This design comes from an exercise in tuning for small area, a short achievable clock period and few clock cycles per item on the open sky130 flow, not from production work.
In this exercise RTL edits were held to simulation tests only and were not proved equivalent to the original.

File: flow/config.mk
export PLATFORM = sky130hd
export DESIGN_NAME = mul_div_unit
export DESIGN_NICKNAME = mul_div_unit
export VERILOG_FILES = /design/flow/design.v
export SDC_FILE = /design/flow/constraint.sdc
export NUM_CORES = 4
export LEC_CHECK = 0
export CAP_MARGIN = 20
export CORE_MARGIN = 2
export CORE_UTILIZATION = 40
export SLEW_MARGIN = 20
File: flow/constraint.sdc
create_clock -name core_clock -period 6.5 [get_ports {clk}]
set_input_delay 1.3000 -clock core_clock [delete_from_list [all_inputs] [get_ports {clk}]]
set_output_delay 1.3000 -clock core_clock [all_outputs]
set_load 0.01 [all_outputs]
File: flow/design.v
`default_nettype none
package md_pkg;
   typedef struct packed {
      logic                op;             
      logic                in_1_signed;
      logic                in_2_signed;
      logic                out_sel;        
      logic [32-1:0] in_1;
      logic [32-1:0] in_2;
   } md_req_t;
   typedef struct packed {
      logic [34-1:0] pp;
      logic                    neg;
   } booth_pp_t;
   typedef struct packed {
      logic [32-1:0] hi;
      logic [32-1:0] lo;
   } md_product_t;
   typedef struct packed {
      logic [32-1:0] rem;
      logic [32-1:0] quo;
   } md_division_t;
   typedef union packed {
      md_product_t  product;
      md_division_t division;
   } md_result_u;
endpackage
`default_nettype wire
`default_nettype none
module md_sequencer (
   input  logic                      clk,
   input  logic                      reset,
   input  logic                      req_valid,
   input  md_pkg::md_req_t           req,
   output logic                      req_ready,
   output logic                      resp_valid,
   output logic                      op,
   output logic                      out_sel,
   output logic                      mul_active,
   output logic [32-1:0]       multiplicand,
   output logic                      mul_signed,
   output logic [34-1:0]   multiplier,
   output logic                      div_start,
   output logic                      div_step,
   output logic                      div_by_zero
);
   localparam int SHIFT = 2 * 4;
   logic [5-1:0]     cnt_q;
   logic                     busy;
   logic                     accept;
   logic                     dbz_q;
   logic                     divisor_zero;
   logic [34-1:0]  mul_next;
   assign busy         = (cnt_q != '0);
   assign req_ready    = ~busy;
   assign accept       = req_valid & req_ready;
   assign divisor_zero = (req.in_2 == '0);
   assign div_start    = accept & (req.op == 1'b1);
   assign mul_active   = busy & (op == 1'b0);
   assign div_step     = (op == 1'b1) & (cnt_q > 5'd1);    
   assign div_by_zero  = busy & dbz_q;
   assign mul_next = {{SHIFT{multiplier[34-1]}}, multiplier[34-1:SHIFT]}
                     + 34'(multiplier[SHIFT-1]);
   always_ff @(posedge clk) begin
      if (reset) begin
         cnt_q      <= '0;
         resp_valid <= 1'b0;
         op         <= 1'b0;
         dbz_q      <= 1'b0;
      end else begin
         resp_valid <= 1'b0;
         if (accept) begin
            op    <= req.op;
            dbz_q <= (req.op == 1'b1) & divisor_zero;
            if (req.op == 1'b0) begin
               cnt_q <= 5'(5);
            end else if (divisor_zero) begin
               cnt_q <= 5'd1;    
            end else begin
               cnt_q <= 5'(16 + 1);
            end
         end else if (busy) begin
            cnt_q <= cnt_q - 5'd1;
            if (cnt_q == 5'd1) begin
               resp_valid <= 1'b1;
            end
         end
      end
   end
   always_ff @(posedge clk) begin
      if (accept) begin
         out_sel      <= req.out_sel;
         multiplicand <= req.in_2;
         mul_signed   <= req.in_2_signed;
         multiplier   <= {{(34 - 32){req.in_1_signed & req.in_1[32-1]}},
                          req.in_1};
      end else if (mul_active) begin
         multiplier   <= mul_next;
      end
   end
endmodule
`default_nettype wire
`default_nettype none
module booth_row (
   input  logic [2:0]           window,
   input  logic [32-1:0]  multiplicand,
   input  logic                 mul_signed,
   output md_pkg::booth_pp_t    row_pp
);
   logic                     ext;
   logic                     neg;
   logic [34-1:0]  one_x;
   logic [34-1:0]  two_x;
   logic [34-1:0]  mag;
   assign ext   = mul_signed & multiplicand[32-1];
   assign one_x = {{(34 - 32){ext}}, multiplicand};
   assign two_x = {ext, multiplicand, 1'b0};
   always_comb begin
      case (window)
         3'b001, 3'b010, 3'b101, 3'b110: mag = one_x;
         3'b011, 3'b100:                 mag = two_x;
         default:                        mag = '0;    
      endcase
   end
   assign neg = window[2] & ~(window[1] & window[0]);
   assign row_pp.pp  = neg ? ~mag : mag;
   assign row_pp.neg = neg;    
endmodule
`default_nettype wire
`default_nettype none
module pp_accumulator (
   input  logic                                         clk,
   input  logic                                         reset,
   input  logic                                         mul_start,
   input  logic                                         mul_active,
   input  logic [4*(34+1)-1:0] rows,
   output md_pkg::md_result_u                           product
);
   localparam int ACC_W = 42;                              
   localparam int SHIFT = 2 * 4;
   localparam int UP_W  = ACC_W - SHIFT;
   localparam int LOW_W = 5 * SHIFT;          
   logic [UP_W-1:0]   upper_q;                             
   logic [LOW_W-1:0]  lower_q;
   logic [ACC_W-1:0]  row_w [4];
   logic [ACC_W-1:0]  neg_w;
   logic [ACC_W-1:0]  run_w;
   logic [ACC_W-1:0]  s_a, c_a;
   logic [ACC_W-1:0]  s_b, c_b;
   logic [ACC_W-1:0]  s_c, c_c;
   logic [ACC_W-1:0]  s_d, c_d;
   logic [ACC_W-1:0]  total;
   function automatic void csa(
      input  logic [ACC_W-1:0] a,
      input  logic [ACC_W-1:0] b,
      input  logic [ACC_W-1:0] c,
      output logic [ACC_W-1:0] s,
      output logic [ACC_W-1:0] cy
   );
      s  = a ^ b ^ c;
      cy = ((a & b) | (b & c) | (a & c)) << 1;
   endfunction
   always_comb begin
      neg_w = '0;
      for (int k = 0; k < 4; k++) begin
         row_w[k] = {{(ACC_W - 34){rows[k*(34+1) + 34]}},
                     rows[k*(34+1) + 1 +: 34]}
                    << (2 * k);
         neg_w[2 * k] = rows[k*(34+1)];
      end
      run_w = {{(ACC_W - UP_W){upper_q[UP_W-1]}}, upper_q};
      csa(row_w[0], row_w[1], row_w[2], s_a, c_a);
      csa(row_w[3], run_w, neg_w, s_b, c_b);
      csa(s_a, c_a, s_b, s_c, c_c);
      csa(s_c, c_c, c_b, s_d, c_d);
   end
   assign total = s_d + c_d;
   always_ff @(posedge clk) begin
      if (reset || mul_start) begin
         upper_q <= '0;
         lower_q <= '0;
      end else if (mul_active) begin
         upper_q <= total[ACC_W-1:SHIFT];
         lower_q <= {total[SHIFT-1:0], lower_q[LOW_W-1:SHIFT]};    
      end
   end
   assign product = {upper_q[63-LOW_W:0], lower_q};
endmodule
`default_nettype wire
`default_nettype none
module div_core (
   input  logic                  clk,
   input  logic                  reset,
   input  logic                  div_start,
   input  logic                  div_step,
   input  logic                  div_by_zero,
   input  logic [32-1:0]   dividend,
   input  logic [32-1:0]   divisor,
   input  logic                  is_signed,
   output md_pkg::md_result_u    quotient_rem
);
   md_pkg::md_result_u    res_q;
   logic [32-1:0]   dvs_q;
   logic [32+1:0]   dvs3_q;
   logic                  rem_neg_q;
   logic                  quo_neg_q;
   logic                  step_q;
   logic                  dividend_neg;
   logic                  divisor_neg;
   logic [32-1:0]   dvs_mag;
   logic [32+1:0]   r_shift;
   logic [32+2:0]   d1;
   logic [32+2:0]   d2;
   logic [32+2:0]   d3;
   logic [1:0]            q_digit;
   logic [32-1:0]   r_next;
   logic                  fixup;
   assign dividend_neg = is_signed & dividend[32-1];
   assign divisor_neg  = is_signed & divisor[32-1];    
   assign dvs_mag      = divisor_neg ? -divisor : divisor;
   assign fixup = step_q & ~div_step;    
   assign r_shift = {res_q.division.rem, res_q.division.quo[32-1:32-2]};
   assign d1      = {1'b0, r_shift} - {3'b000, dvs_q};
   assign d2      = {1'b0, r_shift} - {2'b00, dvs_q, 1'b0};
   assign d3      = {1'b0, r_shift} - {1'b0, dvs3_q};
   always_comb begin
      if (!d3[32+2]) begin
         q_digit = 2'd3;
         r_next  = d3[32-1:0];
      end else if (!d2[32+2]) begin
         q_digit = 2'd2;
         r_next  = d2[32-1:0];
      end else if (!d1[32+2]) begin
         q_digit = 2'd1;
         r_next  = d1[32-1:0];
      end else begin
         q_digit = 2'd0;
         r_next  = r_shift[32-1:0];
      end
   end
   always_ff @(posedge clk) begin
      if (reset) begin
         step_q <= 1'b0;
      end else begin
         step_q <= div_step;
      end
   end
   always_ff @(posedge clk) begin
      if (div_start) begin
         res_q.division.rem <= '0;
         res_q.division.quo <= dividend_neg ? -dividend : dividend;
         dvs_q              <= dvs_mag;
         dvs3_q             <= {2'b00, dvs_mag} + {1'b0, dvs_mag, 1'b0};
         rem_neg_q          <= dividend_neg;
         quo_neg_q          <= dividend_neg ^ divisor_neg;
      end else if (div_by_zero) begin
         res_q.division.rem <= rem_neg_q ? -res_q.division.quo : res_q.division.quo;
         res_q.division.quo <= '1;
      end else if (div_step) begin
         res_q.division.rem <= r_next;
         res_q.division.quo <= {res_q.division.quo[32-3:0], q_digit};
      end else if (fixup) begin
         res_q.division.rem <= rem_neg_q ? -res_q.division.rem : res_q.division.rem;
         res_q.division.quo <= quo_neg_q ? -res_q.division.quo : res_q.division.quo;
      end
   end
   assign quotient_rem = res_q;
endmodule
`default_nettype wire
`default_nettype none
module mul_div_unit (
   input  logic                  clk,
   input  logic                  reset,
   input  logic                  req_valid,
   input  logic                  req_op,
   input  logic                  req_in_1_signed,
   input  logic                  req_in_2_signed,
   input  logic                  req_out_sel,
   input  logic [32-1:0]   req_in_1,
   input  logic [32-1:0]   req_in_2,
   output logic                  req_ready,
   output logic                  resp_valid,
   output logic [32-1:0]   resp_result
);
   md_pkg::md_req_t                           req;
   logic                                      op;
   logic                                      out_sel;
   logic                                      mul_active;
   logic                                      mul_start;
   logic [32-1:0]                       multiplicand;
   logic                                      mul_signed;
   logic [34-1:0]                   multiplier;
   logic                                      div_start;
   logic                                      div_step;
   logic                                      div_by_zero;
   logic [4*(34+1)-1:0] rows;
   md_pkg::md_result_u                        mul_res;
   md_pkg::md_result_u                        div_res;
   assign req = {req_op, req_in_1_signed, req_in_2_signed, req_out_sel, req_in_1, req_in_2};
   assign mul_start = req_valid & req_ready & (req.op == 1'b0);
   md_sequencer u_seq (
      .clk          (clk),
      .reset        (reset),
      .req_valid    (req_valid),
      .req          (req),
      .req_ready    (req_ready),
      .resp_valid   (resp_valid),
      .op           (op),
      .out_sel      (out_sel),
      .mul_active   (mul_active),
      .multiplicand (multiplicand),
      .mul_signed   (mul_signed),
      .multiplier   (multiplier),
      .div_start    (div_start),
      .div_step     (div_step),
      .div_by_zero  (div_by_zero)
   );
   for (genvar k = 0; k < 4; k++) begin : g_row
      logic [2:0] window;
      if (k == 0) begin : g_first
         assign window = {multiplier[1:0], 1'b0};
      end else begin : g_rest
         assign window = multiplier[2*k+1:2*k-1];
      end
      booth_row u_row (
         .window       (window),
         .multiplicand (multiplicand),
         .mul_signed   (mul_signed),
         .row_pp       (rows[k*(34+1) +: (34+1)])
      );
   end
   pp_accumulator u_acc (
      .clk        (clk),
      .reset      (reset),
      .mul_start  (mul_start),
      .mul_active (mul_active),
      .rows       (rows),
      .product    (mul_res)
   );
   div_core u_div (
      .clk          (clk),
      .reset        (reset),
      .div_start    (div_start),
      .div_step     (div_step),
      .div_by_zero  (div_by_zero),
      .dividend     (req.in_1),
      .divisor      (req.in_2),
      .is_signed    (req.in_1_signed),
      .quotient_rem (div_res)
   );
   always_comb begin
      if (op == 1'b1) begin
         resp_result = (out_sel == 1'b1) ? div_res.division.rem : div_res.division.quo;
      end else begin
         resp_result = (out_sel == 1'b1) ? mul_res.product.hi : mul_res.product.lo;
      end
   end
endmodule
`default_nettype wire
File: flow/run.sh
#!/bin/bash
# synth_recipe.tcl (not shown) runs the flow's synth.tcl, then flattens the netlist and writes it again
# the make line also repeats each setting of config.mk as NAME=value (left out here)
make -C /OpenROAD-flow-scripts/flow DESIGN_CONFIG=/design/flow/config.mk WORK_HOME=/design/flow/orfs CLKGATE_MAP_FILE= SYNTH_SCRIPT=/design/flow/synth_recipe.tcl finish
==> results by group <==
Run status
  – Status: complete, no violations

Floorplan
  – Die Width: 279.3 um
  – Core Rows: 100
  – IO Pins: 105
  – Core Box Area: 74,700 sq um
  – Starting Density: 40.59%
  – Total die area: 78,030 sq um
  – Die height: 279.3 um

Timing
  – RSZ-0062 raised after global routing: no
  – Relative slew slack: 17.48%
  – Highest Clock Rate: 166.2 MHz
  – Hold Slack: 457.5 ps
  – Period minus WS final: 6016 ps
  – Final Cycle Share: 92.55%
  – Setup Skew: 33.54 ps
  – Count of final setup violators: 0
  – Final hold violation count: 0
  – Setup TNS: 0 ps
  – Fin. max-slew vios: 0
  – Actual slew at the worst max-slew pin: 1225 ps

Finish
  – Commonest non-fill, non-tap cell in the layout: nand2_1
  – Final Non-Filler Cells: 4,692
  – Commonest non-fill, non-tap cells in the layout: nand2_1 (394), inv_1 (308), a21oi_1 (301)
  – Post-route cell area: 33,500 sq um
  – Area Overhead vs Synth: 10.49%
  – Share of cells above drive strength 1: 5.700%
  – Fin nets: 4,098

Placed design
  – Post-placement cell area: 32,340 sq um
  – Detailed placement HPWL: 82.64 mm
  – Placed cell count: 4,623
  – GPL Wtd Cong: 0.9462
  – Port bufs: 104

Setup path
  – CP Data Required Time: 6920 ps
  – Worst Path Max Fanout: 13
  – WS Path Type: reg -> reg
  – CP cell instances: nor2_1 -> nand2_1 -> buf_4 -> buf_4 -> nor2_1 -> a211oi_1 -> fa_1 -> fa_1 -> fa_1 -> inv_1 -> ha_1 -> and3_1 -> a221o_1 -> a2111o_1 -> a31oi_1 -> o21ai_0 -> a21oi_1 -> mux2i_1 -> nor3_1
  – Worst setup EP type: flop
  – Most used cell, CP: fa_1
  – Crit-path max cell delay: 560 ps
  – Max stage delay cell, worst path: edfxtp_1
  – Worst setup SP type: flop
  – Worst Path Arrival: 6440 ps

CTS
  – CTS buffer count: 37
  – H-tree depth: 2
  – Clk pin slew, worst setup/hold paths: 60 ps
  – CTS tree: built
  – Post-CTS setup buffer count: 0
  – Clock Latency Late Sink: 580 ps
  – Clock root cell: clkbuf_16
  – Resize count post-CTS: 0
  – Sink Count: 281
  – Cts hold-fix bufs: 0
  – Clk buf depth: 3

Global routing
  – Total gr overflow: 0
  – Vias in the first global route: 25.36k
  – Initial antenna violation count: 5
  – GRT Total Usage: 26.10%
  – Largest net degree at the start of global routing: 85
  – Global-route wire length before repair: 156.8 mm

Logic synthesis
  – Syn. warnings: 6
  – Mapped Cells: 3,686
  – Cell area after synthesis: 30,320 sq um
  – Synth Net Count: 4,091
  – Flop and latch count out of synthesis: 281
  – EDFF count, synth: 166
  – Avg Inst Size Synth: 8.226 sq um
  – Fraction of registers with async set/reset: 0%
  – Most used flip-flop cell after synthesis: edfxtp_1
  – Netlist cell types: 87
  – Register area share after synthesis: 24.03%

Detailed routing
  – Via-to-Cell Ratio: 5.859
  – Drt pass-1 iters: 7
  – Final WL: 103.7 mm
  – DRC Markers: 0
  – Post-route antenna net violation count: 0
  – DR vias: 27.49k
  – Starting DRC count in detailed routing: 2,801
  – DR WL/cell: 22.11 um

Hold path
  – Hold WC Path Type: reg -> reg

Job
  – Maxcap violations: 0
cell type report:
| type | instances | area, sq um |
|---|---|---|
| Fill cell | 7419 | 41190 |
| Multi-Input combinational cell | 2882 | 21020 |
| Sequential cell | 281 | 7288 |
| Timing Repair Buffer | 179 | 1642 |
| Tap cell | 969 | 1212 |
| Inverter | 312 | 1175 |
| Clock buffer | 42 | 944.7 |
| Clock inverter | 23 | 214.0 |
| Antenna cell | 4 | 10.01 |
cells by family (layout without fill, tap and decap cells):
family / count (synthesis) / in the layout / synth area share, %
AO/OA/AOI/OAI: 1074 / 1074 / 22.71
XOR/XNOR: 378 / 378 / 10.92
adder cells (fa/ha/maj): 334 / 334 / 16.58
buffers and inverters: 523 / 556 / 6.804
flip-flops: 281 / 281 / 24.03
multiplexers: 60 / 60 / 3.355
other: 0 / 4 / 0
AND/OR/NAND/NOR: 1036 / 1036 / 15.61
path summary, 6_finish.rpt:
| check | slack, ps | startpoint | end | depth (start not counted) |
|---|---|---|---|---|
| worst max-delay path | 480 | u_seq.multiplier[4] | u_acc.upper_q[33] | 19 |
| worst min-delay path | 460 | u_acc.lower_q[19] | u_acc.lower_q[11] | 2 |
| worst max register to register | 480 | u_seq.multiplier[4] | u_acc.upper_q[33] | 19 |
| worst min register to register | 460 | u_acc.lower_q[19] | u_acc.lower_q[11] | 2 |
Yosys cell counts (38+ instances only):
master    count  area share, %
xor2_1      147            4.2
nand2_1     394            4.9
fa_1        113            7.5
nor2_1      287            3.6
inv_1       309            3.8
nor3_1       52           0.86
a21oi_1     301            5.0
a31oi_1      38           0.78
o21ai_0     232            3.8
xnor2_1     231            6.7
a211oi_1     89            2.2
nand3_1      78            1.3
a21o_1       89            2.2
o221ai_1     40            1.2
clkbuf_1    175            2.2
edfxtp_1    166             16
dfxtp_1     115            7.6
a22oi_1      43            1.1
ha_1        221            9.1
critical path: cells and delay by family (launching register included):
family / cells / cell delay (ps)
muxes: 1 / 200
AOI/OAI and AO/OA: 6 / 1720
buffers and inverters: 3 / 550
and+or+nand+nor: 5 / 850
adders and majority gates: 4 / 1990
DFF: 1 / 560
metal layers:
metal | part of all wire [%] | GRT usage [%] | vias to the layer above
met5 | 0.011 | 0 | -
met4 | 2.7 | 7.361 | 2
met3 | 9.3 | 5.329 | 129
met2 | 42 | 38.82 | 1116
met1 | 46 | 38.06 | 13100
li1 | - | - | 13140
per-stage QoR:
stage	worst slack [ps]	util (%)
floorplan	1037	-
global placement	484.8	43.29
detailed placement	400.5	43.29
CTS	499.5	44.84
global route	31.82	44.84
finish	484.4	44.85
sequential cells by signal, summed over array words and instances (netlist names), 5 cells and up:
register,cells
u_acc.lower_q,40
u_acc.upper_q,34
u_div.dvs3_q,34
u_div.dvs_q,31
u_div.res_q,64
u_seq.cnt_q,5
u_seq.multiplicand,32
u_seq.multiplier,33
Testbench counts, summed over its fixed seeds: cycles 25,272, items 2,400.

==> afterwards: timing with drivers on the ports <==
The results above use ideal ports. As a check the final layout listed here was re-extracted and re-timed, cells and wires unchanged. Step 1 assumes that a clkbuf_16 drives the clock port and a buf_2 every other input. Step 2 times the ports against the registers' clock, not the clock port: input delays grow and output delays shrink by t, the midpoint of the rising clock arrivals with the driver on. a / b / c = ideal ports / drivers / drivers and shift; a / b = the first two.
shift t [ns]: 0.624
setup slack, ns: 0.484 / 0.484 / 0.339
hold slack, ns: 0.457 / 0.457 / 0.457
clock arrival spread, ns: 0.034 / 0.034
worst register clock-pin slew, ns: 0.07 / 0.07
After both steps setup and hold are still met in this run. For this run, drivers alone change the setup slack by 0.000 ns; drivers and shift together by -0.145 ns.
